Background: an optimization exercise with open tools, aiming at a short achievable clock period and few clock cycles per item. Do not read the settings as production practice.
Function was checked by simulation only, so behaviour that the tests miss may differ from the original.
Power is estimated from default activity; no workload was simulated.

==> flow/design.v <==
`timescale 1ns/10ps
package isa_pkg;
    localparam int INSTR_W = 18;
    localparam int OPCODE_MSB = 17;
    localparam int OPCODE_LSB = 14;
    localparam int R1_LSB = 10;
    localparam int R2_LSB = 6;
    localparam int R3_LSB = 2;
    localparam int IMM_W = 6;          
    localparam int JUMP_TGT_LSB = 4;   
    typedef enum logic [OPCODE_MSB-OPCODE_LSB:0] {
        OP_ADD     = 4'b0000,
        OP_ADDI    = 4'b0001,
        OP_NOR     = 4'b0010,
        OP_CMP     = 4'b0011,
        OP_AND     = 4'b0100,
        OP_ANDI    = 4'b0101,
        OP_NAND    = 4'b0110,
        OP_ILLEGAL = 4'b0111,   
        OP_LD      = 4'b1000,
        OP_ST      = 4'b1001,
        OP_JE      = 4'b1010,   
        OP_JA      = 4'b1011,   
        OP_JB      = 4'b1100,   
        OP_JAE     = 4'b1101,   
        OP_JBE     = 4'b1110,   
        OP_JUMP    = 4'b1111    
    } opcode_e;
endpackage
`timescale 1ns/10ps
package core_pkg;
    localparam int WORD_W = 18;
    localparam int ADDR_W = 10;       
    localparam int REG_ADDR_W = 4;
    localparam int NUM_REGS = 16;
    typedef enum logic [3:0] {
        S_INIT   = 4'd0,
        S_FETCH  = 4'd1,
        S_DECODE = 4'd2,
        S_ALU    = 4'd3,
        S_CMP    = 4'd4,
        S_LD     = 4'd5,
        S_ST     = 4'd6,
        S_JUMP   = 4'd7,
        S_WRITE  = 4'd8
    } state_e;
    typedef enum logic [1:0] {
        ALU_ADD  = 2'b00,
        ALU_NOR  = 2'b01,
        ALU_AND  = 2'b10,
        ALU_NAND = 2'b11
    } alu_op_e;
endpackage
`timescale 1ns/10ps
module cpu_top (
    input  logic        clk,
    input  logic        reset,
    output logic [9:0]  instr_addr,
    input  logic [17:0] instr_data,
    output logic [9:0]  mem_addr,
    output logic [17:0] mem_wdata,
    output logic        mem_we,
    output logic        mem_re,
    input  logic [17:0] mem_rdata
);
    localparam int PD_LD   = 0;
    localparam int PD_ST   = 1;
    localparam int PD_CMP  = 2;
    localparam int PD_BR   = 3;    
    localparam int PD_JMP  = 4;    
    localparam int PD_WR   = 5;    
    localparam int PD_IMM  = 6;
    localparam int PD_ADD  = 7;    
    localparam int PD_NOR  = 8;
    localparam int PD_AND  = 9;    
    localparam int PD_NAND = 10;
    localparam int PD_CM   = 11;   
    localparam int PD_RX   = 15;   
    localparam int PD_RY   = 19;   
    localparam int PD_W    = 23;
    function automatic logic [PD_W-1:0] predecode(input logic [17:0] w);
        logic [PD_W-1:0] p;
        logic [3:0] op;
        logic       cmp, st;
        op = w[17:14];
        cmp = (op == 4'b0011);
        st  = (op == 4'b1001);
        p = '0;
        p[PD_LD]   = (op == 4'b1000);
        p[PD_ST]   = st;
        p[PD_CMP]  = cmp;
        p[PD_BR]   = op[3] && (op[3:1] != 3'b100);
        p[PD_JMP]  = (op == 4'b1111);
        p[PD_WR]   = (op == 4'b0000) || (op == 4'b0001) || (op == 4'b0010) ||
                     (op == 4'b0100) || (op == 4'b0101) || (op == 4'b0110) ||
                     (op == 4'b1000);
        p[PD_IMM]  = (op == 4'b0001) || (op == 4'b0101);
        p[PD_ADD]  = (op == 4'b0000) || (op == 4'b0001);
        p[PD_NOR]  = (op == 4'b0010);
        p[PD_AND]  = (op == 4'b0100) || (op == 4'b0101);
        p[PD_NAND] = (op == 4'b0110);
        case (op)
            4'b1010: p[PD_CM +: 4] = 4'b0100;   
            4'b1011: p[PD_CM +: 4] = 4'b0001;   
            4'b1100: p[PD_CM +: 4] = 4'b0010;   
            4'b1101: p[PD_CM +: 4] = 4'b0101;   
            4'b1110: p[PD_CM +: 4] = 4'b1110;   
            4'b1111: p[PD_CM +: 4] = 4'b1111;   
            default: p[PD_CM +: 4] = 4'b0000;
        endcase
        p[PD_RX +: 4] = (cmp || st) ? w[13:10] : w[9:6];
        p[PD_RY +: 4] = cmp ? w[9:6] : w[5:2];
        predecode = p;
    endfunction
    function automatic logic reads_x(input logic [17:0] w, input logic [3:0] r);
        logic [3:0] op;
        logic       m1, m2;
        op = w[17:14];
        m1 = (w[13:10] == r);
        m2 = (w[9:6] == r);
        reads_x = ((op == 4'b0011) || (op == 4'b1001)) ? m1 :
                  ((op[3] == 1'b0) && (op != 4'b0111)) ? m2 : 1'b0;
    endfunction
    function automatic logic reads_y(input logic [17:0] w, input logic [3:0] r);
        logic [3:0] op;
        logic       m2, m3;
        op = w[17:14];
        m2 = (w[9:6] == r);
        m3 = (w[5:2] == r);
        reads_y = (op == 4'b0011) ? m2 :
                  ((op[3] == 1'b0) && (op[0] == 1'b0)) ? m3 : 1'b0;
    endfunction
    function automatic logic [17:0] ks_add(input logic [17:0] a, input logic [17:0] b);
        logic [17:0] p, g, gg, pp, gn, pn;
        p = a ^ b;
        g = a & b;
        gg = g;
        pp = p;
        for (int l = 0; l < 5; l++) begin
            for (int i = 0; i < 18; i++) begin
                if (i >= (1 << l)) begin
                    gn[i] = gg[i] | (pp[i] & gg[i - (1 << l)]);
                    pn[i] = pp[i] & pp[i - (1 << l)];
                end else begin
                    gn[i] = gg[i];
                    pn[i] = pp[i];
                end
            end
            gg = gn;
            pp = pn;
        end
        ks_add = p ^ {gg[16:0], 1'b0};
    endfunction
    function automatic logic tree_lt(input logic [17:0] a, input logic [17:0] b);
        logic [17:0] lt, eq, ltn, eqn;
        lt = ~a & b;
        eq = ~(a ^ b);
        for (int l = 0; l < 5; l++) begin
            for (int i = 0; i < 18; i++) begin
                if (i >= (1 << l)) begin
                    ltn[i] = lt[i] | (eq[i] & lt[i - (1 << l)]);
                    eqn[i] = eq[i] & eq[i - (1 << l)];
                end else begin
                    ltn[i] = lt[i];
                    eqn[i] = eq[i];
                end
            end
            lt = ltn;
            eq = eqn;
        end
        tree_lt = lt[17];
    endfunction
    logic [PD_W-1:0] pd_in;
    assign pd_in = predecode(instr_data);
    logic [9:0]  ia_q;        
    logic [9:0]  seqa_q;      
    logic [9:0]  pcI_q;       
    logic        vI_q;
    logic        selB_q;      
    logic        bhtp_q;      
    logic        hit_q;       
    logic [9:0]  tgtH_q;      
    logic [9:0]  redir_q;     
    logic [1:0]  bht [32];
    logic        btb_v [8];
    logic        btb_j [8];       
    logic [6:0]  btb_tag [8];     
    logic [9:0]  btb_tgt [8];
    logic        lp_conf [8];
    logic [2:0]  lp_trip [8];
    logic [2:0]  lp_cnt [8];
    logic [7:0]  lp_exit;         
    logic [17:0] ir_q;
    logic [PD_W-1:0] pd_q;
    logic [9:0]  pcD_q;
    logic        vD_q;
    logic        predD_q;     
    logic        bpD_q;       
    logic        bpbD_q;      
    logic [3:0]  mtD_q;       
    logic        sxl_q, sxw_q;
    logic        syl_q, syw_q, simm_q;
    logic        stall_q;     
    logic [15:0] ohx_q, ohy_q;
    logic        vE_q;
    logic [17:0] opX_q, opY_q;
    logic        e_add_q, e_nor_q, e_and_q, e_ld_q, e_st_q, e_cmp_q, e_wr_q;
    logic [3:0]  e_rd_q;
    logic        mis_q;       
    logic        e_br_q;      
    logic        e_jmp_q;     
    logic        e_back_q;    
    logic [3:0]  e_cm_q;      
    logic [9:0]  e_pc_q;
    logic [9:0]  e_tgt_q;
    logic        z_q, c_q;
    logic [17:0] res_q;
    logic        w_wr_q;
    logic [3:0]  w_rd_q;
    logic        mem_we_q, mem_re_q;
    logic [9:0]  mem_addr_q;
    logic [17:0] wd_q;        
    logic [17:0] rf [16];
    assign instr_addr = ia_q;
    logic [17:0] sum, lres, res;
    logic        eq, lt;
    assign sum  = ks_add(opX_q, opY_q);
    assign lres = e_ld_q  ? mem_rdata :
                  e_nor_q ? ~(opX_q | opY_q) :
                  e_and_q ? (opX_q & opY_q) : ~(opX_q & opY_q);
    assign res  = e_add_q ? sum : lres;
    assign eq   = ~|(opX_q ^ opY_q);
    assign lt   = tree_lt(opX_q, opY_q);
    logic z_n, c_n;
    assign z_n = (vE_q && e_cmp_q) ? eq : z_q;
    assign c_n = (vE_q && e_cmp_q) ? lt : c_q;
    logic bpbad;
    assign bpbad = vI_q && selB_q && !(pd_in[PD_BR] && instr_data[13:4] == ia_q);
    logic e_tk, e_cbr, e_tbr;
    assign e_tk  = e_cm_q[{z_q, c_q}];
    assign e_cbr = vE_q && e_br_q && !e_jmp_q;
    assign e_tbr = vE_q && e_br_q && e_tk;
    logic mis, dred, stall, dbad;
    assign mis   = mis_q;
    assign dred  = vD_q && predD_q && !bpD_q && !mis;
    assign dbad  = vD_q && bpbD_q && !mis;
    assign stall = stall_q;
    logic taken_n;
    assign taken_n = pd_q[PD_CM + {z_n, c_n}];
    logic vE_n, vD_n;
    assign vE_n = vD_q && !mis && !stall && !dbad;
    assign vD_n = stall ? vD_q : (vI_q && !mis && !dred && !dbad);
    logic mis_f, mis_n;
    assign mis_f = (vE_q && e_cmp_q) ? (eq ? mtD_q[2] : (lt ? mtD_q[1] : mtD_q[0])) :
                                       mtD_q[{z_q, c_q}];
    assign mis_n = vE_n && mis_f;
    logic [PD_W-1:0] pd_n;
    logic [17:0]     ir_n;
    assign ir_n = stall ? ir_q : instr_data;
    assign pd_n = stall ? pd_q : pd_in;
    logic bht_pred;
    assign bht_pred = bhtp_q;
    logic pred_in;
    assign pred_in = pd_in[PD_JMP] || (pd_in[PD_BR] && bht_pred);
    logic stall_n;
    assign stall_n = !stall && !bpbad && vD_n && vE_n &&
                     ((pd_in[PD_LD] && pd_q[PD_ST]) ||
                      (pd_q[PD_ADD] && (reads_x(instr_data, ir_q[13:10]) ||
                                        reads_y(instr_data, ir_q[13:10]))));
    logic dsel_n;
    assign dsel_n = !stall && vD_n && pred_in && !selB_q;
    logic [2:0] bix;
    logic       hitL;
    assign bix  = seqa_q[2:0];
    assign hitL = btb_v[bix] && btb_tag[bix] == seqa_q[9:3] &&
                  (btb_j[bix] || (lp_conf[bix] ? !lp_exit[bix] : bht[seqa_q[4:0]][1]));
    always_comb begin
        for (int i = 0; i < 8; i++) lp_exit[i] = lp_conf[i] && (lp_cnt[i] == lp_trip[i]);
    end
    logic [2:0] fix;
    logic       lpk;
    assign fix = ia_q[2:0];
    assign lpk = btb_v[fix] && btb_tag[fix] == ia_q[9:3] && lp_conf[fix];
    logic [9:0] redir_n, fa_b, fa_n, sq_b, sq_n;
    logic       useq_n;
    assign redir_n = predD_q ? pcD_q + 10'd1 : ir_q[13:4];
    always_comb begin
        if (mis)          fa_b = redir_q;
        else if (dbad)    fa_b = pcD_q;
        else if (hit_q)   fa_b = tgtH_q;
        else              fa_b = seqa_q;
        sq_b = fa_b + 10'd1;
        if (dsel_n)       fa_n = instr_data[13:4];
        else if (stall_n) fa_n = ia_q;
        else              fa_n = fa_b;
        if (dsel_n)       sq_n = instr_data[13:4] + 10'd1;
        else if (stall_n) sq_n = seqa_q;
        else              sq_n = sq_b;
    end
    assign useq_n = !mis && !dbad && !dsel_n && !stall_n && !hit_q;
    logic [17:0] opX_n, opY_n;
    always_comb begin
        opX_n = ({18{sxl_q}} & lres) | ({18{sxw_q}} & res_q);
        opY_n = ({18{syl_q}} & lres) | ({18{syw_q}} & res_q) |
                ({18{simm_q}} & {12'd0, ir_q[5:0]});
        for (int i = 0; i < 16; i++) begin
            opX_n = opX_n | ({18{ohx_q[i]}} & rf[i]);
            opY_n = opY_n | ({18{ohy_q[i]}} & rf[i]);
        end
    end
    logic e_wr_n;
    assign e_wr_n = vE_n && pd_q[PD_WR];
    logic fxe_n, fye_n, fxw_n, fyw_n;
    assign fxe_n = e_wr_n && reads_x(ir_n, ir_q[13:10]);
    assign fye_n = e_wr_n && reads_y(ir_n, ir_q[13:10]);
    assign fxw_n = e_wr_q && reads_x(ir_n, e_rd_q);
    assign fyw_n = e_wr_q && reads_y(ir_n, e_rd_q);
    always_ff @(posedge clk or posedge reset) begin
        if (reset) begin
            ia_q     <= '0;
            seqa_q   <= 10'd1;
            pcI_q    <= '0;
            vI_q     <= 1'b0;
            selB_q   <= 1'b0;
            bhtp_q   <= 1'b0;
            hit_q    <= 1'b0;
            tgtH_q   <= '0;
            redir_q  <= '0;
            ir_q     <= '0;
            pd_q     <= '0;
            pcD_q    <= '0;
            vD_q     <= 1'b0;
            predD_q  <= 1'b0;
            mtD_q    <= '0;
            bpD_q    <= 1'b0;
            bpbD_q   <= 1'b0;
            sxl_q    <= 1'b0;
            sxw_q    <= 1'b0;
            stall_q  <= 1'b0;
            syl_q    <= 1'b0;
            syw_q    <= 1'b0;
            simm_q   <= 1'b0;
            ohx_q    <= '0;
            ohy_q    <= '0;
            vE_q     <= 1'b0;
            opX_q    <= '0;
            opY_q    <= '0;
            e_add_q  <= 1'b0;
            e_nor_q  <= 1'b0;
            e_and_q  <= 1'b0;
            e_ld_q   <= 1'b0;
            e_st_q   <= 1'b0;
            e_cmp_q  <= 1'b0;
            e_wr_q   <= 1'b0;
            e_rd_q   <= '0;
            mis_q    <= 1'b0;
            e_br_q   <= 1'b0;
            e_back_q <= 1'b0;
            e_jmp_q  <= 1'b0;
            e_cm_q   <= '0;
            e_pc_q   <= '0;
            e_tgt_q  <= '0;
            z_q      <= 1'b0;
            c_q      <= 1'b0;
            res_q    <= '0;
            w_wr_q   <= 1'b0;
            w_rd_q   <= '0;
            mem_we_q <= 1'b0;
            mem_re_q <= 1'b0;
            mem_addr_q <= '0;
            wd_q       <= '0;
        end else begin
            ia_q   <= fa_n;
            seqa_q <= sq_n;
            pcI_q  <= ia_q;
            bhtp_q <= lpk ? !lp_exit[fix] : bht[ia_q[4:0]][1];
            vI_q   <= stall ? vI_q : (!mis && !dbad);
            selB_q <= !mis && !dbad && !dsel_n && !stall_n && hit_q;
            hit_q  <= useq_n && hitL;
            tgtH_q <= btb_tgt[bix];
            redir_q <= redir_n;
            if (!stall) begin
                ir_q    <= instr_data;
                pd_q    <= pd_in;
                pcD_q   <= pcI_q;
                predD_q <= pred_in || selB_q;
                bpD_q   <= selB_q;
                bpbD_q  <= bpbad;
                mtD_q   <= {4{pd_in[PD_BR]}} & (pd_in[PD_CM +: 4] ^ {4{pred_in || selB_q}});
            end
            vD_q  <= vD_n;
            sxl_q  <= fxe_n;
            sxw_q  <= fxw_n && !fxe_n;
            syl_q  <= fye_n;
            syw_q  <= fyw_n && !fye_n;
            stall_q <= stall_n;
            simm_q <= pd_n[PD_IMM];
            for (int i = 0; i < 16; i++) begin
                ohx_q[i] <= (pd_n[PD_RX +: 4] == 4'(i)) && !fxe_n && !fxw_n;
                ohy_q[i] <= (pd_n[PD_RY +: 4] == 4'(i)) && !fye_n && !fyw_n && !pd_n[PD_IMM];
            end
            vE_q    <= vE_n;
            opX_q   <= opX_n;
            opY_q   <= opY_n;
            e_add_q <= pd_q[PD_ADD];
            e_nor_q <= pd_q[PD_NOR];
            e_and_q <= pd_q[PD_AND];
            e_ld_q  <= pd_q[PD_LD];
            e_st_q  <= pd_q[PD_ST];
            e_cmp_q <= pd_q[PD_CMP];
            e_wr_q  <= e_wr_n;
            e_rd_q  <= ir_q[13:10];
            mis_q   <= mis_n;
            e_br_q  <= pd_q[PD_BR];
            e_back_q <= ir_q[13:4] <= pcD_q;
            e_jmp_q <= pd_q[PD_JMP];
            e_cm_q  <= pd_q[PD_CM +: 4];
            e_pc_q  <= pcD_q;
            e_tgt_q <= ir_q[13:4];
            z_q     <= z_n;
            c_q     <= c_n;
            res_q  <= res;
            w_wr_q <= e_wr_q;
            w_rd_q <= e_rd_q;
            mem_we_q   <= vE_n && pd_q[PD_ST];
            mem_re_q   <= vD_n && pd_n[PD_LD] && !mis_n && !stall_n && !(bpbad && !stall);
            mem_addr_q <= ((vE_n && pd_q[PD_ST]) || stall) ? ir_q[9:0] : instr_data[9:0];
            if (pd_q[PD_ST]) wd_q <= opX_n;
        end
    end
    always_ff @(posedge clk or posedge reset) begin
        if (reset) begin
            for (int i = 0; i < 32; i++) bht[i] <= 2'b10;
        end else begin
            for (int i = 0; i < 32; i++) begin
                if (e_cbr && e_pc_q[4:0] == 5'(i)) begin
                    if (e_tk) bht[i] <= {bht[i][1] | bht[i][0], bht[i][1] | ~bht[i][0]};
                    else        bht[i] <= {bht[i][1] & bht[i][0], bht[i][1] & ~bht[i][0]};
                end
            end
        end
    end
    always_ff @(posedge clk or posedge reset) begin
        if (reset) begin
            for (int i = 0; i < 8; i++) begin
                btb_v[i]   <= 1'b0;
                btb_j[i]   <= 1'b0;
                btb_tag[i] <= '0;
                btb_tgt[i] <= '0;
                lp_conf[i] <= 1'b0;
                lp_trip[i] <= '0;
                lp_cnt[i]  <= '0;
            end
        end else begin
            for (int i = 0; i < 8; i++) begin
                if (e_pc_q[2:0] == 3'(i)) begin
                    if (e_tbr) begin
                        btb_v[i]   <= 1'b1;
                        btb_j[i]   <= e_jmp_q;
                        btb_tag[i] <= e_pc_q[9:3];
                        btb_tgt[i] <= e_tgt_q;
                    end
                    if (btb_v[i] && btb_tag[i] == e_pc_q[9:3]) begin
                        if (e_cbr && e_back_q) begin
                            if (e_tk) begin
                                if (lp_cnt[i] == 3'd7) lp_conf[i] <= 1'b0;
                                else lp_cnt[i] <= lp_cnt[i] + 3'd1;
                            end else begin
                                lp_trip[i] <= lp_cnt[i];
                                lp_cnt[i]  <= '0;
                                lp_conf[i] <= (lp_cnt[i] != 3'd7);
                            end
                        end
                    end else if (e_tbr) begin
                        lp_conf[i] <= 1'b0;
                        lp_trip[i] <= '0;
                        lp_cnt[i]  <= 3'd1;
                    end
                end
                if (dbad && !(e_tbr && e_pc_q[2:0] == 3'(i)) && pcD_q[2:0] == 3'(i)) begin
                    btb_v[i] <= 1'b0;
                end
            end
        end
    end
    always_ff @(posedge clk or posedge reset) begin
        if (reset) begin
            for (int i = 0; i < 16; i++) rf[i] <= '0;
        end else if (w_wr_q) begin
            rf[w_rd_q] <= res_q;
        end
    end
    assign mem_we    = mem_we_q;
    assign mem_re    = mem_re_q;
    assign mem_addr  = mem_addr_q;
    assign mem_wdata = wd_q;
endmodule
==> flow/run.sh <==
#!/bin/bash
# synth_recipe.tcl (not shown) runs the flow's synth.tcl, then flattens the netlist and writes it again
# the make line also repeats each setting of config.mk as NAME=value (left out here)
make -C /OpenROAD-flow-scripts/flow DESIGN_CONFIG=/design/flow/config.mk WORK_HOME=/design/flow/orfs CLKGATE_MAP_FILE= SYNTH_SCRIPT=/design/flow/synth_recipe.tcl finish
==> flow/config.mk <==
export PLATFORM = sky130hd
export DESIGN_NAME = cpu_top
export DESIGN_NICKNAME = cpu_top
export VERILOG_FILES = /design/flow/design.v
export SDC_FILE = /design/flow/constraint.sdc
export NUM_CORES = 4
export LEC_CHECK = 0
export CAP_MARGIN = 20
export CORE_MARGIN = 2
export CORE_UTILIZATION = 60
export GPL_TIMING_DRIVEN = 1
export SETUP_SLACK_MARGIN = 3.3
export SLEW_MARGIN = 20
==> flow/constraint.sdc <==
create_clock -name core_clock -period 6.0 [get_ports {clk}]
set_input_delay 1.2000 -clock core_clock [delete_from_list [all_inputs] [get_ports {clk}]]
set_output_delay 1.2000 -clock core_clock [all_outputs]
set_load 0.01 [all_outputs]
==> impl_metrics.ini, run 1 <==
[place]
pre_cts_slack_ns = 1.567
port_buffers = 77
gp_congestion = 0.9550
dp_hpwl_um = 89900

[detailed_routing]
via_per_inst = 6.905
wl_per_cell_um = 29.77
dr.max_layer_used = met5
routed_wl_um = 145400
vias = 33720
routed-wl-met3_um = 13020
firstDrtPassIters = 8
drtIter0Drc = 4336
wl_met2_um = 66090
antenna_left = 0
drc = 0
m1WireLength_um = 53570

[synthesis]
synth_cell_types = 77
ys_seq_area_share_pct = 49.27
synthArstFlopShare_pct = 100.0
synthFlopType = dfrtp_1
syn_area_per_cell_um2 = 11.17
synth_edf_count = 0
synth-seq-cells = 835
syn-num-nets = 3930
synthesis.area_um2 = 42490
syn-instance-count = 3804
yosys_warnings = 10

[clocking]
cts_buffer_depth = 3
clock_latency_ns = 0.66
clk_pin_slew_worst_paths_ns = 0.06
clkSinkCount = 835
tritoncts = yes
hold_buffers = 0
cts_htree_levels = 3
root_buffer = clkbuf_16
cts_buffers = 90

[floorplan]
die-width_um = 270.1
pin_count = 78
coreArea_um2 = 70030
row_count = 97
dieArea_um2 = 72960
initial_utilization_pct = 60.68
die_h_um = 270.1

[hold_path]
hp-class = register to register
hold_path_end = e_nor_q
min_path_cells = 0
hp-start = pd_q[8]

[pwr]
p_clk_share_pct = 24.7
powerDensity_nw_per_um2 = 499.3
power.internal_uw = 15090
comb_power_share_pct = 34.7
swShare_pct = 38.07
switchingPower_uw = 9278
vdd_drop_max_mv = 0.3441
leakage_uw = 0.02116
power.total_uw = 24370
seq_power_share_pct = 40.6

[worst_setup_path]
cp.required_ns = 6.53
crit_type = register to register
rrSetupSlack_ns = 3.28
reg2reg_from = opY_q[12]
crit_arrival_ns = 3.25
cp_max_fo = 6
critPathLaunchType = register
worstReg2RegEnd = mem_re_q
rr_worst_depth = 7
endpoint_kind = register

[grt]
grt_max_degree = 143
grt.overflow.total = 0
grt_use_total_pct = 39.55
grt_pass1_wl_um = 216300
antenna_found_initial = 6
grt_pass1_vias = 33800

[sta]
fin_ws_ns = 3.281
finalCriticalPeriod_ns = 2.719
whs_ns = 0.3794
clock_skew_ns = 0.02310
final_hold_viol_count = 0
clock.fmax_mhz = 367.7
slew_headroom_pct = 26.79
maxSlewViolCount = 0
fin_crit_sh_pct = 45.32
rsz0062_at_grt = yes
tightest_slew_ns = 1.098
finalSetupViolations = 0
fin_setup_tns_ns = 0

[status]
status = timing/DRC/antenna clean

[cells_and_area]
syn_to_final_growth_pct = 14.87
drive_gt1_share_pct = 27.68
final_common_cell = dfrtp_1
layout.nets = 3991
layout_common_cells = dfrtp_1 (777), mux2_2 (523), nor2_1 (237)
utilization_pct = 69.70

[run]
maxCapViolCount = 0
-- metrics by stage --
step,instances,cell area (um2)
floorplan,3804,42740
global placement,4643,44340
detailed placement,4643,44340
CTS,4856,48300
global route,4882,48810
finish,4883,48810
-- state kept, by name (all words and copies together), names as in the netlist, 18 cells and up --
name / cells
bht: 64
btb_tag: 56
btb_tgt: 80
ir_q: 18
lp_cnt: 24
lp_trip: 24
opX_q: 18
opY_q: 18
pd_q: 22
res_q: 18
rf: 288
wd_q: 18
-- Yosys cell counts (87+ instances only) --
master	n	area (um2)
a22oi_1	194	1456
mux2_2	530	5968
xnor2_1	131	1147
o21ai_0	149	745.7
mux2i_1	91	910.9
nor2_1	260	975.9
a22o_1	94	823.3
nand3_1	103	515.5
dfrtp_1	802	20070
nand2_1	234	878.3
inv_1	100	375.4
ha_1	87	1089
clkbuf_1	178	668.1
a21oi_1	190	950.9
-- per-layer routing --
layer | global-route usage, % | up-vias
met1 | 49.29 | 16950
li1 | - | 14120
met5 | 0 | -
met3 | 9.219 | 652
met2 | 60.81 | 1990
met4 | 28.58 | 8
-- cells by family after synthesis --
kind of cell / Yosys count / synth area share (%)
xor gates and xnor gates: 183 / 3.772
adders and majority gates: 88 / 2.609
muxes: 649 / 17.67
AOI/OAI and AO/OA: 877 / 14.48
DFF: 835 / 49.27
buffers and inverters: 360 / 3.360
and+or+nand+nor: 812 / 8.837
-- worst max-delay path by stage --
stage / start / end / slack (ns) / cells past startpoint
final: opY_q[12] / mem_re_q / 3.28 / 7
after global routing: seqa_q[0] / hit_q / 3.22 / 8
after CTS: opY_q[0] / res_q[16] / 3.26 / 12
after detailed placement: instr_data[16] / seqa_q[9] / 1.57 / 11
after global placement: instr_data[16] / seqa_q[9] / 1.63 / 11
after floorplan: reset / bht[0][0] / -6.64 / 1
-- layout make-up --
| class | count | area [um2] |
|---|---|---|
| clock buffers | 125 | 2606 |
| multi-input cells | 2609 | 20880 |
| well taps | 940 | 1176 |
| clock inverters | 44 | 605.6 |
| flip-flops and latches | 835 | 20980 |
| fillers | 5222 | 21220 |
| diodes | 1 | 2.502 |
| inverters | 102 | 395.4 |
| repair buffers | 227 | 2166 |
-- worst max-delay path, stage by stage (launching register included) --
cell,delay (ns)
dfrtp_1,0.45
inv_1,0.07
ha_1,0.35
nor4_1,0.50
nand4_1,0.14
or4_1,0.58
mux2i_4,0.26
o211a_1,0.24
-- power groups by stage --
stage	Combinational (uW)	Clock (uW)	Sequential (uW)
2_1_floorplan	5470	0	8830
3_3_place_gp	7090	0	9800
3_5_place_dp	7260	0	9920
4_1_cts	7930	6060	9790
5_1_grt	8960	6300	10100
6_report	8460	6010	9900
-- repair_timing --
action                     CTS  global route
pin swaps                   21            18
setup buffers               41            25
gates cloned                 3             1
setup endpoints to repair  218            98
resized for setup          185            88
Testbench counts, summed over its fixed seeds: cycles 93,623, instrs 84,944.
==> inputs of run 2 (changes only) <==
==> flow/flow/run.sh (new file) <==
#!/bin/bash
# The standard layout, with the synthesis step that maps adders to the
# library's half- and full-adder cells turned off, so that ABC maps the
# adder, comparator and incrementers as plain logic.
set -e
cp standard.sh standard_sh.log
export ADDER_MAP_FILE=
bash standard.sh > standard.log 2>&1
==> flow/standard.sh (new file) <==
#!/bin/bash
# synth_recipe.tcl (not shown) runs the flow's synth.tcl, then flattens the netlist and writes it again
# the make line also repeats each setting of config.mk as NAME=value (left out here)
make -C /OpenROAD-flow-scripts/flow DESIGN_CONFIG=/design/flow/config.mk WORK_HOME=/design/flow/orfs CLKGATE_MAP_FILE= SYNTH_SCRIPT=/design/flow/synth_recipe.tcl "${@:-finish}"
--- a/flow/config.mk
+++ b/flow/config.mk
@@ -9,5 +9,5 @@
 export CORE_MARGIN = 2
-export CORE_UTILIZATION = 60
+export CORE_UTILIZATION = 50
 export GPL_TIMING_DRIVEN = 1
-export SETUP_SLACK_MARGIN = 3.3
+export SETUP_SLACK_MARGIN = 3.5
 export SLEW_MARGIN = 20
removed: flow/run.sh
==> run 2 against run 1 <==
  * Synthesized cell count grew 0.81%
  * Register-to-register slack gained 0.07 ns
  * Combinational power shrank 2%
  * Via count grew 0.65%
  * Die area grew 18%
  * Cell count grew 4.3%
  * Still clean
  * Clock power shrank 2%
  * First-iteration DRC count shrank 3.9%
  * Non-clock buffer count grew 54
  * Setup slack lost 0.00070 ns
  * Critical path depth grew 2
==> impl_metrics.ini, run 2 <==
[place]
gp_congestion = 0.9414
pre_cts_slack_ns = 1.210
dp_hpwl_um = 90850
port_buffers = 77

[synthesis]
ys_seq_area_share_pct = 49.84
yosysTopAreaCellShare_pct = 47.78
synth_area_leaders = dfrtp_1 (48%), mux2_2 (13%), a22oi_1 (3.7%)
yosys_warnings = 10
synth-seq-cells = 835
yosysMostFrequentCell = dfrtp_1
synthFlopType = dfrtp_1
syn-instance-count = 3835
yosysTopAreaCell = dfrtp_1
synth_edf_count = 0
synth_top_cells_by_count = dfrtp_1 (802), mux2_2 (502), nor2_1 (296)
syn_area_per_cell_um2 = 10.95
syn-num-nets = 3873
synthesis.area_um2 = 42010
synth_cell_types = 83
synthArstFlopShare_pct = 100.0

[detailed_routing]
vias = 33940
firstDrtPassIters = 10
antenna_left = 0
via_per_inst = 6.665
routed_wl_um = 150100
drtIter0Drc = 4165
wl_per_cell_um = 29.48
drc = 0

[cells_and_area]
largest_reg_flops = 288
reg.largest.list = rf x288, btb_tgt x80, bht x64
drive_gt1_share_pct = 29.97
layout.nets = 3975
final_common_cell = dfrtp_1
layout_common_cells = dfrtp_1 (763), mux2_2 (498), nor2_1 (258)
utilization_pct = 59.35
syn_to_final_growth_pct = 17.87
regMostFlops = rf

[pwr]
powerDensity_nw_per_um2 = 487.9
comb_power_share_pct = 34.5
seq_power_share_pct = 41.2
swShare_pct = 38.29
vdd_drop_max_mv = 0.2810
power.internal_uw = 14910
leakage_uw = 0.02063
switchingPower_uw = 9248
p_clk_share_pct = 24.3

[worst_setup_path]
max_stage_delay_ns = 0.56
cp.required_ns = 6.59
crit_type = input pin to register
cp_cell_sequence = buf_12, o21a_1, o211a_4, nand2b_4, buf_4, o221ai_4, or4_4, or4_1, nand3_1
crit_arrival_ns = 3.31
cp_slowest_cell = or4_4
critPathLaunchType = input pin
endpoint_kind = register
cp_max_fo = 7

[clocking]
cts_buffer_depth = 3
clkSinkCount = 835
cts_buffers = 93
cts_htree_levels = 3
clk_pin_slew_worst_paths_ns = 0.06
clock_latency_ns = 0.69
tritoncts = yes
root_buffer = clkbuf_16

[sta]
final_hold_viol_count = 0
slew_headroom_pct = 27.86
clock.fmax_mhz = 367.6
finalSetupViolations = 0
maxSlewViolCount = 0
rsz0062_at_grt = yes
clock_skew_ns = 0.04306
fin_crit_sh_pct = 45.34
tightest_slew_ns = 1.079
fin_ws_ns = 3.280
finalCriticalPeriod_ns = 2.720

[grt]
grt_max_degree = 154
grt_use_total_pct = 34.44
grt_pass1_wl_um = 221600
grt_pass1_vias = 34280
grt.overflow.total = 0
antenna_found_initial = 2

[floorplan]
dieArea_um2 = 86340
pin_count = 78
die-width_um = 293.8
row_count = 106
die_h_um = 293.8
coreArea_um2 = 83420
initial_utilization_pct = 50.35

[hold_path]
hp-class = register to register

[status]
status = timing/DRC/antenna clean

[run]
maxCapViolCount = 0
==> run 2: cell types whose count changed after synthesis, moves of 21 or more <==
cell,delta
ha_1,-87
nor2_1,+36
clkbuf_1,+31
inv_1,-36
mux2_2,-28
nand2_1,+26
buf_2,-21
==> run 2: per-layer routing <==
layer	vias to the layer above	track usage, %	part of all wire (%)
met3	480	7.085	8.8
met5	-	0	0
met2	1881	54.42	46
met4	0	22.09	7.0
met1	17230	43.22	38
li1	14350	-	-
==> run 2: layout make-up <==
cell class              count  area [um2]
diodes                      1       2.502
repair inverters            1       5.005
flip-flops and latches    835       21000
clock buffers             138        2708
repair buffers            281        2892
multi-input cells        2656       20840
inverters                  69       296.5
clock inverters            31       414.1
fillers                  6784       33910
well taps                1080        1351
==> run 2: cells by family (layout without fill, tap and decap cells) <==
| group | Yosys count | count (layout) | synth area share (%) |
|---|---|---|---|
| flops | 835 | 835 | 49.84 |
| buf+inv | 345 | 520 | 3.223 |
| mux | 626 | 627 | 17.17 |
| other cells | 0 | 1 | 0 |
| compound gates | 889 | 889 | 14.94 |
| simple gates | 918 | 918 | 10.13 |
| fa+ha+maj | 20 | 20 | 0.4855 |
| xor+xnor | 202 | 202 | 4.212 |
==> run 2: power groups by stage <==
| stage | Sequential [uW] | Clock [uW] | Combinational, uW |
|---|---|---|---|
| after global placement | 9890 | 0 | 6640 |
| final | 9940 | 5880 | 8330 |
| after floorplan | 8790 | 0 | 5270 |
| after global routing | 10100 | 6180 | 8820 |
| after CTS | 9820 | 5950 | 7880 |
| after detailed placement | 9990 | 0 | 6780 |
==> run 2: what timing repair did <==
| action | 4_1_cts | 5_1_grt |
|---|---|---|
| endpoints found under the setup margin | 419 | 311 |
| hold buffers | 0 | 0 |
| gates resized for setup | 414 | 99 |
| pin swaps | 44 | 43 |
| cloned | 9 | 6 |
| buffers inserted | 74 | 36 |
==> run 2: metrics by stage <==
stage / std cells / hold slack [ns] / power (uW) / instance area (um2) / TNS [ns]
global placement: 4797 / 0.3630 / 16530 / 44020 / 0
floorplan: 3835 / 0.3501 / 14060 / 42330 / -5439.49
CTS: 5049 / 0.3822 / 23640 / 48750 / 0
finish: 5092 / 0.3846 / 24160 / 49510 / 0
detailed placement: 4797 / 0.3689 / 16770 / 44020 / 0
global route: 5091 / 0.3901 / 25150 / 49510 / 0
==> run 2: worst paths after layout <==
check | endpoint | cells after the start | from | slack (ns)
setup / recovery | seqa_q[9] | 9 | instr_data[16] | 3.28
hold / removal | e_nor_q | 0 | pd_q[8] | 0.38
setup reg to reg | seqa_q[9] | 8 | seqa_q[1] | 3.35
hold reg to reg | e_nor_q | 0 | pd_q[8] | 0.38
max in group asynchronous | wd_q[7] | 4 | reset | 4.02
min in group asynchronous | rf[13][14] | 2 | reset | 1.03
==> run 2: worst max-delay path, delay by kind of cell <==
family                 cells  cell delay, ns
and+or+nand+nor            4            1.21
AOI/OAI and AO/OA          3            0.60
buffers and inverters      2            0.31
==> inputs of run 3 (changes only) <==
--- a/flow/design.v
+++ b/flow/design.v
@@ -216,3 +216,8 @@
     logic        z_q, c_q;
-    logic [17:0] res_q;
+    logic [17:0] sum_q;       
+    logic [17:0] lres_q;      
+    logic        w_add_q;
+    logic [17:0] res_w;
+    logic        dirS_q;      
+    logic        useq_q;      
     logic        w_wr_q;
@@ -224,3 +229,3 @@
     assign instr_addr = ia_q;
-    logic [17:0] sum, lres, res;
+    logic [17:0] sum, lres;
     logic        eq, lt;
@@ -230,3 +235,3 @@
                   e_and_q ? (opX_q & opY_q) : ~(opX_q & opY_q);
-    assign res  = e_add_q ? sum : lres;
+    assign res_w = w_add_q ? sum_q : lres_q;
     assign eq   = ~|(opX_q ^ opY_q);
@@ -279,6 +284,5 @@
     end
-    logic [2:0] fix;
-    logic       lpk;
-    assign fix = ia_q[2:0];
-    assign lpk = btb_v[fix] && btb_tag[fix] == ia_q[9:3] && lp_conf[fix];
+    logic       lpk, dirS;
+    assign lpk  = btb_v[bix] && btb_tag[bix] == seqa_q[9:3] && lp_conf[bix];
+    assign dirS = lpk ? !lp_exit[bix] : bht[seqa_q[4:0]][1];
     logic [9:0] redir_n, fa_b, fa_n, sq_b, sq_n;
@@ -302,4 +306,4 @@
     always_comb begin
-        opX_n = ({18{sxl_q}} & lres) | ({18{sxw_q}} & res_q);
-        opY_n = ({18{syl_q}} & lres) | ({18{syw_q}} & res_q) |
+        opX_n = ({18{sxl_q}} & lres) | ({18{sxw_q}} & res_w);
+        opY_n = ({18{syl_q}} & lres) | ({18{syw_q}} & res_w) |
                 ({18{simm_q}} & {12'd0, ir_q[5:0]});
@@ -364,3 +368,7 @@
             c_q      <= 1'b0;
-            res_q    <= '0;
+            sum_q    <= '0;
+            lres_q   <= '0;
+            w_add_q  <= 1'b0;
+            dirS_q   <= 1'b0;
+            useq_q   <= 1'b0;
             w_wr_q   <= 1'b0;
@@ -375,3 +383,5 @@
             pcI_q  <= ia_q;
-            bhtp_q <= lpk ? !lp_exit[fix] : bht[ia_q[4:0]][1];
+            bhtp_q <= useq_q ? dirS_q : bht[ia_q[4:0]][1];
+            dirS_q <= dirS;
+            useq_q <= useq_n;
             vI_q   <= stall ? vI_q : (!mis && !dbad);
@@ -421,3 +431,5 @@
             c_q     <= c_n;
-            res_q  <= res;
+            sum_q  <= sum;
+            lres_q <= lres;
+            w_add_q <= e_add_q;
             w_wr_q <= e_wr_q;
@@ -489,3 +501,3 @@
         end else if (w_wr_q) begin
-            rf[w_rd_q] <= res_q;
+            rf[w_rd_q] <= res_w;
         end
==> flow/run.sh (new file) <==
#!/bin/bash
# synth_recipe.tcl (not shown) runs the flow's synth.tcl, then flattens the netlist and writes it again
# the make line also repeats each setting of config.mk as NAME=value (left out here)
make -C /OpenROAD-flow-scripts/flow DESIGN_CONFIG=/design/flow/config.mk WORK_HOME=/design/flow/orfs CLKGATE_MAP_FILE= SYNTH_SCRIPT=/design/flow/synth_recipe.tcl finish
--- a/flow/config.mk
+++ b/flow/config.mk
@@ -9,5 +9,5 @@
 export CORE_MARGIN = 2
-export CORE_UTILIZATION = 50
+export CORE_UTILIZATION = 55
 export GPL_TIMING_DRIVEN = 1
-export SETUP_SLACK_MARGIN = 3.5
+export SETUP_SLACK_MARGIN = 3.4
 export SLEW_MARGIN = 20
removed: flow/flow/run.sh
removed: flow/standard.sh
==> run 3 against run 2 <==
  * Sequential share of layout area increased by 1.7 points
  * Synthesized cell count increased by 5.9%
  * Setup slack got worse by 0.032 ns
  * Register-to-register slack got worse by 0.10 ns
  * Power increased by 0.24%
  * Area after synthesis increased by 0.12%
  * Hold slack got worse by 0.031 ns
  * Critical path type is now register to register
  * Critical endpoint is now mem_re_q
  * Largest cell class unchanged
  * Highest routed layer is now met5
==> impl_metrics.ini, run 3 <==
[place]
gp_congestion = 0.9298
port_buffers = 77
post_dp_cell_area_um2 = 43980
pre_cts_slack_ns = 1.530
dp_hpwl_um = 89740

[clocking]
tritoncts = yes
hold_buffers = 0
clk_pin_slew_worst_paths_ns = 0.06
root_buffer = clkbuf_16
cts_buffers = 93
clkSinkCount = 856
cts_htree_levels = 3
cts_buffer_depth = 3
clock_latency_ns = 0.66

[synthesis]
synth_edf_count = 0
yosysMostFrequentCell = dfrtp_1
ys_seq_area_share_pct = 51.03
synth-seq-cells = 856
syn-instance-count = 4062
synth_top_cells_by_count = dfrtp_1 (823), nor2_1 (399), nand2_1 (347)
synthArstFlopShare_pct = 100.0
synthFlopType = dfrtp_1
yosysTopAreaCell = dfrtp_1
syn_area_per_cell_um2 = 10.35
yosysTopAreaCellShare_pct = 48.97
syn-num-nets = 4188
synth_area_leaders = dfrtp_1 (49%), mux2_2 (6.4%), a21oi_1 (3.7%)
yosys_warnings = 10
synthesis.area_um2 = 42060
synth_cell_types = 83

[worst_setup_path]
crit_buf_inv = 1
endpoint_kind = register
critPathLaunchType = register
max_stage_delay_ns = 0.53
cp.required_ns = 6.55
crit_arrival_ns = 3.30
crit_family = compound AO/OA/AOI/OAI gates
cp_cell_sequence = inv_2, ha_4, or4_4, a311o_1, a31oi_4, nor4b_2, o31ai_2, o21ai_2, nor4_2
cp_max_fo = 7
cp_slowest_cell = or4_4
crit_type = register to register

[grt]
grt_pass1_wl_um = 217400
grt_max_degree = 156
grt_pass1_vias = 33870
antenna_found_initial = 6
grt.overflow.total = 0
grt_use_total_pct = 37.22

[pwr]
swShare_pct = 37.85
power.total_uw = 24210
comb_power_share_pct = 33.9
leakage_uw = 0.02145
p_clk_share_pct = 25.3
switchingPower_uw = 9164
seq_power_share_pct = 40.7
powerDensity_nw_per_um2 = 496.6
power.internal_uw = 15050
vdd_drop_max_mv = 0.3025

[detailed_routing]
antenna_left = 0
wl_per_cell_um = 28.44
vias = 34300
firstDrtPassIters = 9
routed_wl_um = 147400
drtIter0Drc = 3904
drc = 0
via_per_inst = 6.619

[cells_and_area]
regMostFlops = rf
syn_to_final_growth_pct = 15.94
largest_reg_flops = 288
drive_gt1_share_pct = 19.89
layout.nets = 4250
n_antenna_cell = 0
reg.largest.list = rf x288, btb_tgt x80, bht x64
final_cell_area_um2 = 48760
layout_common_cells = dfrtp_1 (800), nor2_1 (373), nand2_1 (339)
final_common_cell = dfrtp_1

[run]
maxCapViolCount = 0

[sta]
rsz0062_at_grt = yes
finalCriticalPeriod_ns = 2.752
fin_setup_tns_ns = 0
maxSlewViolCount = 0
final_hold_viol_count = 0
fin_ws_ns = 3.248
clock_skew_ns = 0.02183
slew_headroom_pct = 25.60
finalSetupViolations = 0
fin_crit_sh_pct = 45.87
tightest_slew_ns = 1.116
clock.fmax_mhz = 363.4

[floorplan]
die-width_um = 280.5
row_count = 101
initial_utilization_pct = 55.47
dieArea_um2 = 78690
pin_count = 78
die_h_um = 280.5
coreArea_um2 = 75820

[status]
status = timing/DRC/antenna clean

[hold_path]
hp-class = register to register
==> run 3: power by group through the flow <==
stage	sequential (uW)	clock, uW	combinational, uW
final	9870	6140	8210
after detailed placement	9960	0	7020
after floorplan	9030	0	5220
after global placement	9880	0	6860
after CTS	9800	6210	7720
after global routing	10000	6430	8830
==> run 3: area by class of cell <==
cell class / instances / area [um2]
Sequential cell: 856 / 21520
Timing Repair Buffer: 255 / 2457
Fill cell: 6014 / 27060
Tap cell: 978 / 1224
Clock buffer: 149 / 2873
Inverter: 99 / 387.9
Multi-Input combinational cell: 2819 / 19890
Clock inverter: 26 / 412.9
==> run 3: repair_timing <==
item,4_1_cts,5_1_grt
resized for setup,233,76
endpoints found under the setup margin,302,120
setup buffers,56,25
pin swaps,18,21
endpoints found under the hold margin,0,0
cloned,5,2
==> run 3: metal layers <==
metal,vias to the layer above,global-route usage (%),part of all wire (%)
met5,-,0,0.0088
met4,2,25.60,8.0
met3,552,6.437,8.0
met2,1839,59.47,46
met1,17110,46.33,37
li1,14800,-,-
==> run 3: metrics by stage <==
step | hold WS, ns | utilization, % | cells
floorplan | 0.3312 | - | 4062
global placement | 0.3316 | 57.96 | 4917
detailed placement | 0.3396 | 58.00 | 4918
CTS | 0.3536 | 63.51 | 5154
global route | 0.3645 | 64.31 | 5182
finish | 0.3533 | 64.31 | 5182
==> run 3: final timing paths <==
check / from / endpoint / slack [ns] / cells past startpoint
setup / recovery: opY_q[9] / mem_re_q / 3.25 / 9
hold / removal: e_add_q / w_add_q / 0.35 / 0
setup reg to reg: opY_q[9] / mem_re_q / 3.25 / 9
hold reg to reg: e_add_q / w_add_q / 0.35 / 0
max in group asynchronous: reset / stall_q / 3.69 / 4
min in group asynchronous: reset / rf[11][15] / 0.94 / 2
==> run 3: worst register-to-register path, stage by stage, from the launching register on <==
cell	delay, ns
dfrtp_1	0.43
inv_2	0.09
ha_4	0.22
or4_4	0.53
a311o_1	0.34
a31oi_4	0.25
nor4b_2	0.08
o31ai_2	0.27
o21ai_2	0.15
nor4_2	0.29
==> run 3: cell families after synthesis <==
kind of cell | Yosys count | share of synthesized area, %
AND/OR/NAND/NOR | 1064 | 11.38
flip-flops | 856 | 51.03
AO/OA/AOI/OAI | 1134 | 17.99
XOR/XNOR | 180 | 3.749
adder cells (fa/ha/maj) | 88 | 2.636
buffers and inverters | 389 | 3.755
multiplexers | 351 | 9.455
Testbench counts of run 3, summed over its fixed seeds: cycles 93,623, instrs 84,944.
==> inputs of run 4 (changes only) <==
--- a/flow/config.mk
+++ b/flow/config.mk
@@ -10,2 +10,4 @@
 export CORE_UTILIZATION = 55
+export CTS_CLUSTER_DIAMETER = 80
+export CTS_CLUSTER_SIZE = 20
 export GPL_TIMING_DRIVEN = 1
==> run 4 against run 3 <==
  * Sequential power is essentially flat
  * Critical path depth is the same
  * Combinational power decreased by 2.7%
  * Global-route usage shrank 0.49 points
  * Area after synthesis stayed put
  * Cell count decreased by 2.1%
  * Routed wire length shrank 1.3%
  * Core utilization fell by 2.6 points
  * Highest routed layer is now met4
==> impl_metrics.ini, run 4 <==
[status]
status = timing/DRC/antenna clean

[sta]
clock_skew_ns = 0.03373
tightest_slew_ns = 1.143
finalCriticalPeriod_ns = 2.700
maxSlewViolCount = 0
slew_headroom_pct = 23.77
rsz0062_at_grt = yes
fin_crit_sh_pct = 45.00
clock.fmax_mhz = 370.4
final_hold_viol_count = 0
fin_ws_ns = 3.300
finalSetupViolations = 0

[detailed_routing]
firstDrtPassIters = 8
drtIter0Drc = 3618
via_per_inst = 6.659
antenna_left = 0
vias = 33800
wl_per_cell_um = 28.66
routed_wl_um = 145400
drc = 0

[synthesis]
syn-num-nets = 4188
yosysTopAreaCell = dfrtp_1
ys_seq_area_share_pct = 51.03
synthFlopType = dfrtp_1
syn_area_per_cell_um2 = 10.35
synthArstFlopShare_pct = 100.0
synth_cell_types = 83
yosysMostFrequentCell = dfrtp_1
synth-seq-cells = 856
synthesis.area_um2 = 42060
synth_top_cells_by_count = dfrtp_1 (823), nor2_1 (399), nand2_1 (347)
syn-instance-count = 4062
yosys_warnings = 10
synth_area_leaders = dfrtp_1 (49%), mux2_2 (6.4%), a21oi_1 (3.7%)
synth_edf_count = 0
yosysTopAreaCellShare_pct = 48.97

[pwr]
vdd_drop_max_mv = 0.2810
powerDensity_nw_per_um2 = 459.7
swShare_pct = 40.25
power.internal_uw = 12850
seq_power_share_pct = 45.8
switchingPower_uw = 8657
p_clk_share_pct = 17.1
leakage_uw = 0.02047
comb_power_share_pct = 37.1

[place]
place_inst = 4918
pre_cts_slack_ns = 1.530
gp_congestion = 0.9298
post_dp_cell_area_um2 = 43980
port_buffers = 77
dp_hpwl_um = 89740

[cells_and_area]
regArea_um2 = 21520
final_common_cell = dfrtp_1
regMostFlops = rf
layout.nets = 4200
reg.largest.list = rf x288, btb_tgt x80, bht x64
n_antenna_cell = 0
syn_to_final_growth_pct = 11.25
largest_reg_flops = 288
utilization_pct = 61.71
multiInputGateArea_um2 = 19780
layout_common_cells = dfrtp_1 (799), nor2_1 (374), nand2_1 (339)
drive_gt1_share_pct = 18.14
instances_no_fill = 5075
fillers = 6212
final_cell_area_um2 = 46790

[grt]
grt_pass1_vias = 33330
grt_max_degree = 156
antenna_found_initial = 2
grt_use_total_pct = 36.72
grt_pass1_wl_um = 214600
grt.overflow.total = 0

[clocking]
cts_buffer_depth = 3
root_buffer = clkbuf_16
clkSinkCount = 856
cts_buffers = 51
clk_pin_slew_worst_paths_ns = 0.09
cts_htree_levels = 2
clock_latency_ns = 0.66
tritoncts = yes

[hold_path]
hp-class = register to register

[floorplan]
die-width_um = 280.5
row_count = 101
pin_count = 78
dieArea_um2 = 78690
die_h_um = 280.5
initial_utilization_pct = 55.47
coreArea_um2 = 75820

[worst_setup_path]
crit_arrival_ns = 3.26
endpoint_kind = register
critPathLaunchType = input pin
cp.required_ns = 6.56
cp_max_fo = 14
crit_type = input pin to register

[run]
maxCapViolCount = 0
==> run 4: changes by cell type in the layout (fill, tap and decap cells not counted), sizes merged, moves of 2 or more <==
cell / change
clkinvlp: -3
bufinv: -10
clkinv: -3
clkbuf: -83
buf: -7
inv: +2
bufbuf: -2
==> run 4: cell families after synthesis <==
logic type	share of synthesized area, %
compound gates	17.99
simple gates	11.38
flops	51.03
buf+inv	3.755
mux	9.455
xor+xnor	3.749
fa+ha+maj	2.636
==> run 4: final timing paths <==
path	slack [ns]	end	from	cells after the start
hold reg to reg	0.36	w_add_q	e_add_q	0
min in group asynchronous	0.91	rf[3][15]	reset	2
setup / recovery	3.30	hit_q	instr_data[5]	9
hold / removal	0.36	w_add_q	e_add_q	0
setup reg to reg	3.31	hit_q	seqa_q[0]	9
max in group asynchronous	3.73	stall_q	reset	4
==> run 4: layout make-up <==
| class | count | share of cell area (%) |
|---|---|---|
| flip-flops and latches | 856 | 46.00 |
| multi-input cells | 2818 | 42.28 |
| repair buffers | 248 | 5.113 |
| clock buffers | 64 | 2.963 |
| well taps | 978 | 2.615 |
| inverters | 99 | 0.8290 |
| clock inverters | 12 | 0.2059 |
==> run 4: critical path, cell delays in order <==
cell             delay, ns
clkdlybuf4s15_2       0.32
xnor2_1               0.19
nand4_1               0.12
o21ai_2               0.08
a221oi_4              0.32
nor2_4                0.08
buf_12                0.16
or4b_4                0.51
a311oi_2              0.27
==> run 4: power by group through the flow <==
stage                     sequential (uW)  combinational, uW  clock, uW
final                                9850               7990       3670
after global routing                10000               8620       3920
after CTS                            9750               7660       3720
after detailed placement             9960               7020          0
after global placement               9880               6860          0
after floorplan                      9030               5220          0
==> run 4: timing repair <==
| action | 4_1_cts | 5_1_grt |
|---|---|---|
| setup buffers | 59 | 15 |
| setup endpoints to repair | 306 | 124 |
| hold buffers | 0 | 0 |
| cloned | 2 | 4 |
| resized for setup | 218 | 76 |
| pin swaps | 18 | 18 |
==> run 4: per-stage QoR <==
stage               TNS [ns]  power, uW  hold slack, ns
floorplan           -5827.58      14250          0.3312
global placement           0      16740          0.3316
detailed placement         0      16990          0.3396
CTS                        0      21140          0.3590
global route               0      22580          0.3694
finish                     0      21510          0.3600
==> run 4: metal layers <==
| layer | vias to the layer above | part of all wire [%] | global-route usage (%) |
|---|---|---|---|
| met1 | 16950 | 38 | 46.30 |
| met4 | 0 | 7.8 | 24.38 |
| met3 | 546 | 7.7 | 6.112 |
| met2 | 1679 | 47 | 58.60 |
| met5 | - | 0 | 0 |
| li1 | 14620 | - | - |
==> inputs of run 5 (changes only) <==
--- a/flow/config.mk
+++ b/flow/config.mk
@@ -9,7 +9,5 @@
 export CORE_MARGIN = 2
-export CORE_UTILIZATION = 55
-export CTS_CLUSTER_DIAMETER = 80
-export CTS_CLUSTER_SIZE = 20
+export CORE_UTILIZATION = 50
 export GPL_TIMING_DRIVEN = 1
-export SETUP_SLACK_MARGIN = 3.4
+export SETUP_SLACK_MARGIN = 3.5
 export SLEW_MARGIN = 20
==> run 5 against run 4 <==
  * Maximum frequency rose by 0.24%
  * Critical path type is now register to register
  * Clock-buffer cell count grew 70
  * First-iteration DRC count is 2.7% lower
==> impl_metrics.ini, run 5 <==
[status]
status = timing/DRC/antenna clean

[worst_setup_path]
cp_max_fo = 2
critPathLaunchType = register
cp.required_ns = 6.60
crit_arrival_ns = 3.29
crit_cells = 10
cp_slowest_cell = or4_4
rr_worst_depth = 10
max_stage_delay_ns = 0.54
crit_buf_inv = 3
crit_type = register to register
endpoint_kind = register
cp_cell_sequence = inv_2, ha_4, or4_4, a311o_1, a31oi_4, buf_6, o31a_1, o31ai_2, o21ai_2, buf_4
crit_family = compound AO/OA/AOI/OAI gates

[sta]
whs_ns = 0.3447
final_hold_viol_count = 0
finalSetupViolations = 0
clock_skew_ns = 0.02163
fin_ws_ns = 3.307
finalCriticalPeriod_ns = 2.693
fin_setup_tns_ns = 0
rsz0062_at_grt = yes
slew_headroom_pct = 25.16
maxSlewViolCount = 0
tightest_slew_ns = 1.123
clock.fmax_mhz = 371.3
fin_crit_sh_pct = 44.89

[synthesis]
yosysTopAreaCell = dfrtp_1
syn-num-nets = 4188
synthFlopType = dfrtp_1
yosysMostFrequentCell = dfrtp_1
synth_cell_types = 83
syn_area_per_cell_um2 = 10.35
yosys_warnings = 10
synth_edf_count = 0
synthArstFlopShare_pct = 100.0
synthesis.area_um2 = 42060
ys_seq_area_share_pct = 51.03
synth_area_leaders = dfrtp_1 (49%), mux2_2 (6.4%), a21oi_1 (3.7%)
syn-instance-count = 4062
synth_top_cells_by_count = dfrtp_1 (823), nor2_1 (399), nand2_1 (347)
synth-seq-cells = 856
yosysTopAreaCellShare_pct = 48.97

[grt]
grt_max_degree = 129
antenna_found_initial = 2
grt_use_total_pct = 33.15
grt_pass1_wl_um = 213800
grt_pass1_vias = 32810
grt.overflow.total = 0

[cells_and_area]
drive_gt1_share_pct = 21.95
final_cell_area_um2 = 49540
fillers = 7005
final_common_cell = dfrtp_1
instances_no_fill = 5323
layout_common_cells = dfrtp_1 (798), nor2_1 (371), nand2_1 (338)
largest_reg_flops = 288
layout.nets = 4291
regMostFlops = rf
syn_to_final_growth_pct = 17.80
reg.largest.list = rf x288, btb_tgt x80, bht x64
regArea_um2 = 21520
multiInputGateArea_um2 = 20040

[detailed_routing]
drc = 0
routed_wl_um = 144200
antenna_left = 0
wl_per_cell_um = 27.09
drtIter0Drc = 3519
firstDrtPassIters = 6
vias = 33540
via_per_inst = 6.301

[run]
maxCapViolCount = 0

[pwr]
vdd_drop_max_mv = 0.3038
powerDensity_nw_per_um2 = 496.5
leakage_uw = 0.02175

[place]
pre_cts_slack_ns = 1.572
post_dp_cell_area_um2 = 44160
dp_hpwl_um = 86750
place_inst = 5027
gp_congestion = 0.8738
port_buffers = 77

[floorplan]
die_h_um = 294.0
dieArea_um2 = 86450
die-width_um = 294.0
initial_utilization_pct = 50.41
row_count = 106
pin_count = 78
coreArea_um2 = 83420

[clocking]
cts_buffers = 94
clk_pin_slew_worst_paths_ns = 0.06
cts_buffer_depth = 3
tritoncts = yes
clkSinkCount = 856
root_buffer = clkbuf_16
cts_htree_levels = 3
clock_latency_ns = 0.68

[hold_path]
min_path_cells = 0
hp-class = register to register
==> run 5: per-layer routing <==
metal  part of all wire, %  track usage [%]  vias to the layer above
met2                    46            51.66                     1581
met1                    40            43.36                    16670
li1                      -                -                    14870
met3                   8.3            6.435                      416
met5                 0.018                0                        -
met4                   6.5            19.01                        2
==> run 5: final timing paths <==
path                       slack, ns  endpoint  startpoint
hold reg to reg                 0.34   w_add_q     e_add_q
hold / removal                  0.34   w_add_q     e_add_q
setup / recovery                3.31     mis_q    opY_q[9]
setup reg to reg                3.31     mis_q    opY_q[9]
min in group asynchronous       0.92  rf[4][8]       reset
max in group asynchronous       3.66     mis_q       reset
==> run 5: cell families (layout without fill, tap and decap cells) <==
logic type / after synthesis / in the layout / synth area share, %
compound gates: 1134 / 1134 / 17.99
xor+xnor: 180 / 180 / 3.749
fa+ha+maj: 88 / 88 / 2.636
buf+inv: 389 / 567 / 3.755
flops: 856 / 856 / 51.03
mux: 351 / 351 / 9.455
other cells: 0 / 1 / 0
simple gates: 1064 / 1066 / 11.38
==> run 5: final cells by class <==
type / count / area share, %
flip-flops and latches: 856 / 43.43
multi-input cells: 2819 / 40.46
repair buffers: 295 / 5.708
clock buffers: 134 / 5.645
well taps: 1080 / 2.728
clock inverters: 39 / 1.222
inverters: 99 / 0.7981
diodes: 1 / 0.005051
==> run 5: worst reg2reg max path: cells and delay by family (launching register included) <==
family | cells | cell delay, ns
flip-flops | 1 | 0.42
adder cells (fa/ha/maj) | 1 | 0.20
buffers and inverters | 3 | 0.40
AO/OA/AOI/OAI | 5 | 1.08
AND/OR/NAND/NOR | 1 | 0.54
==> run 5: repair_timing <==
action | in CTS | in global routing
setup endpoints to repair | 311 | 214
resized for setup | 345 | 94
buffers inserted | 85 | 27
pin swaps | 28 | 22
hold buffers | 0 | 0
cloned | 7 | 2
==> run 5: metrics by stage <==
step / power [uW] / utilization (%)
3_3_place_gp: 16840 / 52.91
6_report: 24590 / 59.38
4_1_cts: 24220 / 58.74
3_5_place_dp: 16980 / 52.93
2_1_floorplan: 14250 / -
5_1_grt: 25780 / 59.38
==> run 5: report_power, final <==
| group | switching, uW | total [uW] | internal (uW) |
|---|---|---|---|
| combinational | 4680 | 8390 | 3720 |
| clock | 2490 | 6370 | 3880 |
| sequential | 2020 | 9830 | 7810 |
==> inputs of run 6 (changes only) <==
--- a/flow/config.mk
+++ b/flow/config.mk
@@ -9,5 +9,5 @@
 export CORE_MARGIN = 2
-export CORE_UTILIZATION = 50
+export CORE_UTILIZATION = 60
 export GPL_TIMING_DRIVEN = 1
-export SETUP_SLACK_MARGIN = 3.5
+export SETUP_SLACK_MARGIN = 3.3
 export SLEW_MARGIN = 20
==> run 6 against run 5 <==
  * Sequential power grew 0.6%
  * Synthesized cell count stayed put
  * Setup slack is essentially flat
  * Clock skew is 0.0016 ns lower
  * Flip-flop and latch count did not move
  * Routed wire length is 0.27% higher
  * Clock power shrank 8.8%
  * Cell count fell by 4.3%
==> impl_metrics.ini, run 6 <==
[sta]
fin_crit_sh_pct = 44.88
final_hold_viol_count = 0
fin_ws_ns = 3.307
slew_headroom_pct = 26.40
clock.fmax_mhz = 371.3
rsz0062_at_grt = yes
maxSlewViolCount = 0
tightest_slew_ns = 1.104
finalSetupViolations = 0
finalCriticalPeriod_ns = 2.693
whs_ns = 0.3476
clock_skew_ns = 0.02005

[detailed_routing]
wl_per_cell_um = 28.37
drc = 0
antenna_left = 0
routed_wl_um = 144600
firstDrtPassIters = 9
drtIter0Drc = 4326
vias = 34360
via_per_inst = 6.743

[pwr]
comb_power_share_pct = 33.8
swShare_pct = 38.31
p_clk_share_pct = 24.5
switchingPower_uw = 9090
vdd_drop_max_mv = 0.3583
power.total_uw = 23730
powerDensity_nw_per_um2 = 493.9
power.internal_uw = 14640
seq_power_share_pct = 41.7
leakage_uw = 0.02109

[clocking]
clk_pin_slew_worst_paths_ns = 0.07
cts_htree_levels = 3
root_buffer = clkbuf_16
cts_buffer_depth = 3
tritoncts = yes
clock_latency_ns = 0.65
cts_buffers = 90
clkSinkCount = 856

[floorplan]
row_count = 97
die-width_um = 268.8
die_h_um = 268.8
initial_utilization_pct = 60.37
coreArea_um2 = 69660
pin_count = 78
dieArea_um2 = 72230

[synthesis]
synth_cell_types = 83
synthArstFlopShare_pct = 100.0
synthesis.area_um2 = 42060
synth_edf_count = 0
syn_area_per_cell_um2 = 10.35
syn-instance-count = 4062
synth-seq-cells = 856
syn-num-nets = 4188
yosysTopAreaCell = dfrtp_1
synthFlopType = dfrtp_1
ys_seq_area_share_pct = 51.03
synth_top_cells_by_count = dfrtp_1 (823), nor2_1 (399), nand2_1 (347)
yosysMostFrequentCell = dfrtp_1
synth_area_leaders = dfrtp_1 (49%), mux2_2 (6.4%), a21oi_1 (3.7%)
yosys_warnings = 10
yosysTopAreaCellShare_pct = 48.97

[cells_and_area]
regMostFlops = rf
layout.nets = 4208
reg.largest.list = rf x288, btb_tgt x80, bht x64
drive_gt1_share_pct = 18.30
syn_to_final_growth_pct = 14.22
layout_common_cells = dfrtp_1 (801), nor2_1 (378), nand2_1 (338)
final_common_cell = dfrtp_1
largest_reg_flops = 288
instances_no_fill = 5096
utilization_pct = 68.95

[grt]
grt_pass1_vias = 34210
grt_use_total_pct = 40.15
grt.overflow.total = 0
grt_max_degree = 147
antenna_found_initial = 2
grt_pass1_wl_um = 215000

[place]
dp_hpwl_um = 88320
place_inst = 4874
gp_congestion = 0.9778
port_buffers = 77
pre_cts_slack_ns = 1.610

[hold_path]
hp-class = register to register

[worst_setup_path]
cp_cell_sequence = dlygate4sd2_1, xnor2_1, nand4_1, o21ai_2, a221oi_4, nor2_4, or4b_4, a311oi_2
cp_max_fo = 6
endpoint_kind = register
max_stage_delay_ns = 0.52
crit_type = input pin to register
crit_arrival_ns = 3.23
critPathLaunchType = input pin
cp.required_ns = 6.54
cp_slowest_cell = or4b_4

[status]
status = timing/DRC/antenna clean

[run]
maxCapViolCount = 0
[run 6: cell type report]
type	instances	area (um2)
inverter	99	382.9
timing repair buffer	215	2111
multi-input combinational	2820	19780
clock inverter	28	351.6
antenna	2	5.005
fill	5361	21630
tap	940	1176
clock buffer	136	2711
sequential	856	21520
[run 6: path summary, 6_finish.rpt]
path	start	to	slack, ns	cells after the start
setup / recovery	instr_data[13]	hit_q	3.31	8
hold / removal	e_add_q	w_add_q	0.35	0
setup reg to reg	opY_q[8]	mem_re_q	3.32	10
hold reg to reg	e_add_q	w_add_q	0.35	0
max in group asynchronous	reset	seqa_q[1]	3.60	3
min in group asynchronous	reset	rf[14][15]	1.06	2
[run 6: timing repair]
item,CTS,global route
gates resized for setup,186,62
gates cloned,4,2
setup buffers,32,18
endpoints found under the setup margin,254,182
hold buffers,0,0
pin swaps,10,11
[run 6: metal layers]
| metal | part of all wire, % | global-route usage, % | wire (um) |
|---|---|---|---|
| met1 | 36 | 48.98 | 52070 |
| met2 | 46 | 63.17 | 67220 |
| met3 | 9.2 | 9.251 | 13260 |
| met4 | 8.3 | 28.66 | 12030 |
| met5 | 0.0090 | 0 | 13 |
[run 6: cell families after synthesis]
group | share of synthesized area, %
AO/OA/AOI/OAI | 17.99
AND/OR/NAND/NOR | 11.38
flip-flops | 51.03
buffers and inverters | 3.755
multiplexers | 9.455
XOR/XNOR | 3.749
adder cells (fa/ha/maj) | 2.636
[run 6: critical path, delay by kind of cell]
kind            cells  cell delay, ns
xor+xnor            1            0.12
compound gates      3            0.70
simple gates        3            0.79
buf+inv             1            0.42
[run 6: power groups by stage]
stage          clock, uW  sequential (uW)  combinational (uW)
5_1_grt             6100            10100                8600
2_1_floorplan          0             9030                5200
3_3_place_gp           0             9900                6700
3_5_place_dp           0            10000                6930
4_1_cts             5860             9800                7510
6_report            5810             9890                8020
[run 6: metrics by stage]
stage / cell area [um2] / setup TNS [ns]
3_3_place_gp: 43800 / 0
2_1_floorplan: 42350 / -5827.58
4_1_cts: 47520 / 0
3_5_place_dp: 43830 / 0
6_report: 48030 / 0
5_1_grt: 48030 / 0

==> separate check: timing with driven ports <==
The results above use ideal ports. As a check the final layouts listed here were re-extracted and re-timed, cells and wires unchanged.
Step 1: set_driving_cell puts a clkbuf_16 on clk and a buf_2 on each other input, an assumption about the parent block.
Step 2, shift: input delay + t, output delay - t, t = (earliest + latest rising clock arrival at the registers) / 2. This alone moves slack from input paths to output paths.
Slacks: no drivers / after step 1 / after step 2; pairs: no drivers / after step 1.
| run | t (ns) | setup slack, ns | worst slew at a driven data input, ns |
|---|---|---|---|
| run 1 | 0.718 | 3.281 / 3.276 / 2.573 | 0.09 |
| run 2 | 0.735 | 3.280 / 3.283 / 2.548 | 0.07 |
| run 3 | 0.718 | 3.248 / 3.248 / 2.674 | 0.05 |
| run 4 | 0.716 | 3.300 / 3.308 / 2.634 | 0.05 |
| run 5 | 0.730 | 3.307 / 3.307 / 2.660 | 0.05 |
| run 6 | 0.716 | 3.307 / 3.267 / 2.642 | 0.07 |
After both steps setup and hold are still met in every run listed. The setup slack of run 2, which loses most, moves by +0.003 ns with the drivers and by -0.732 ns with both steps.
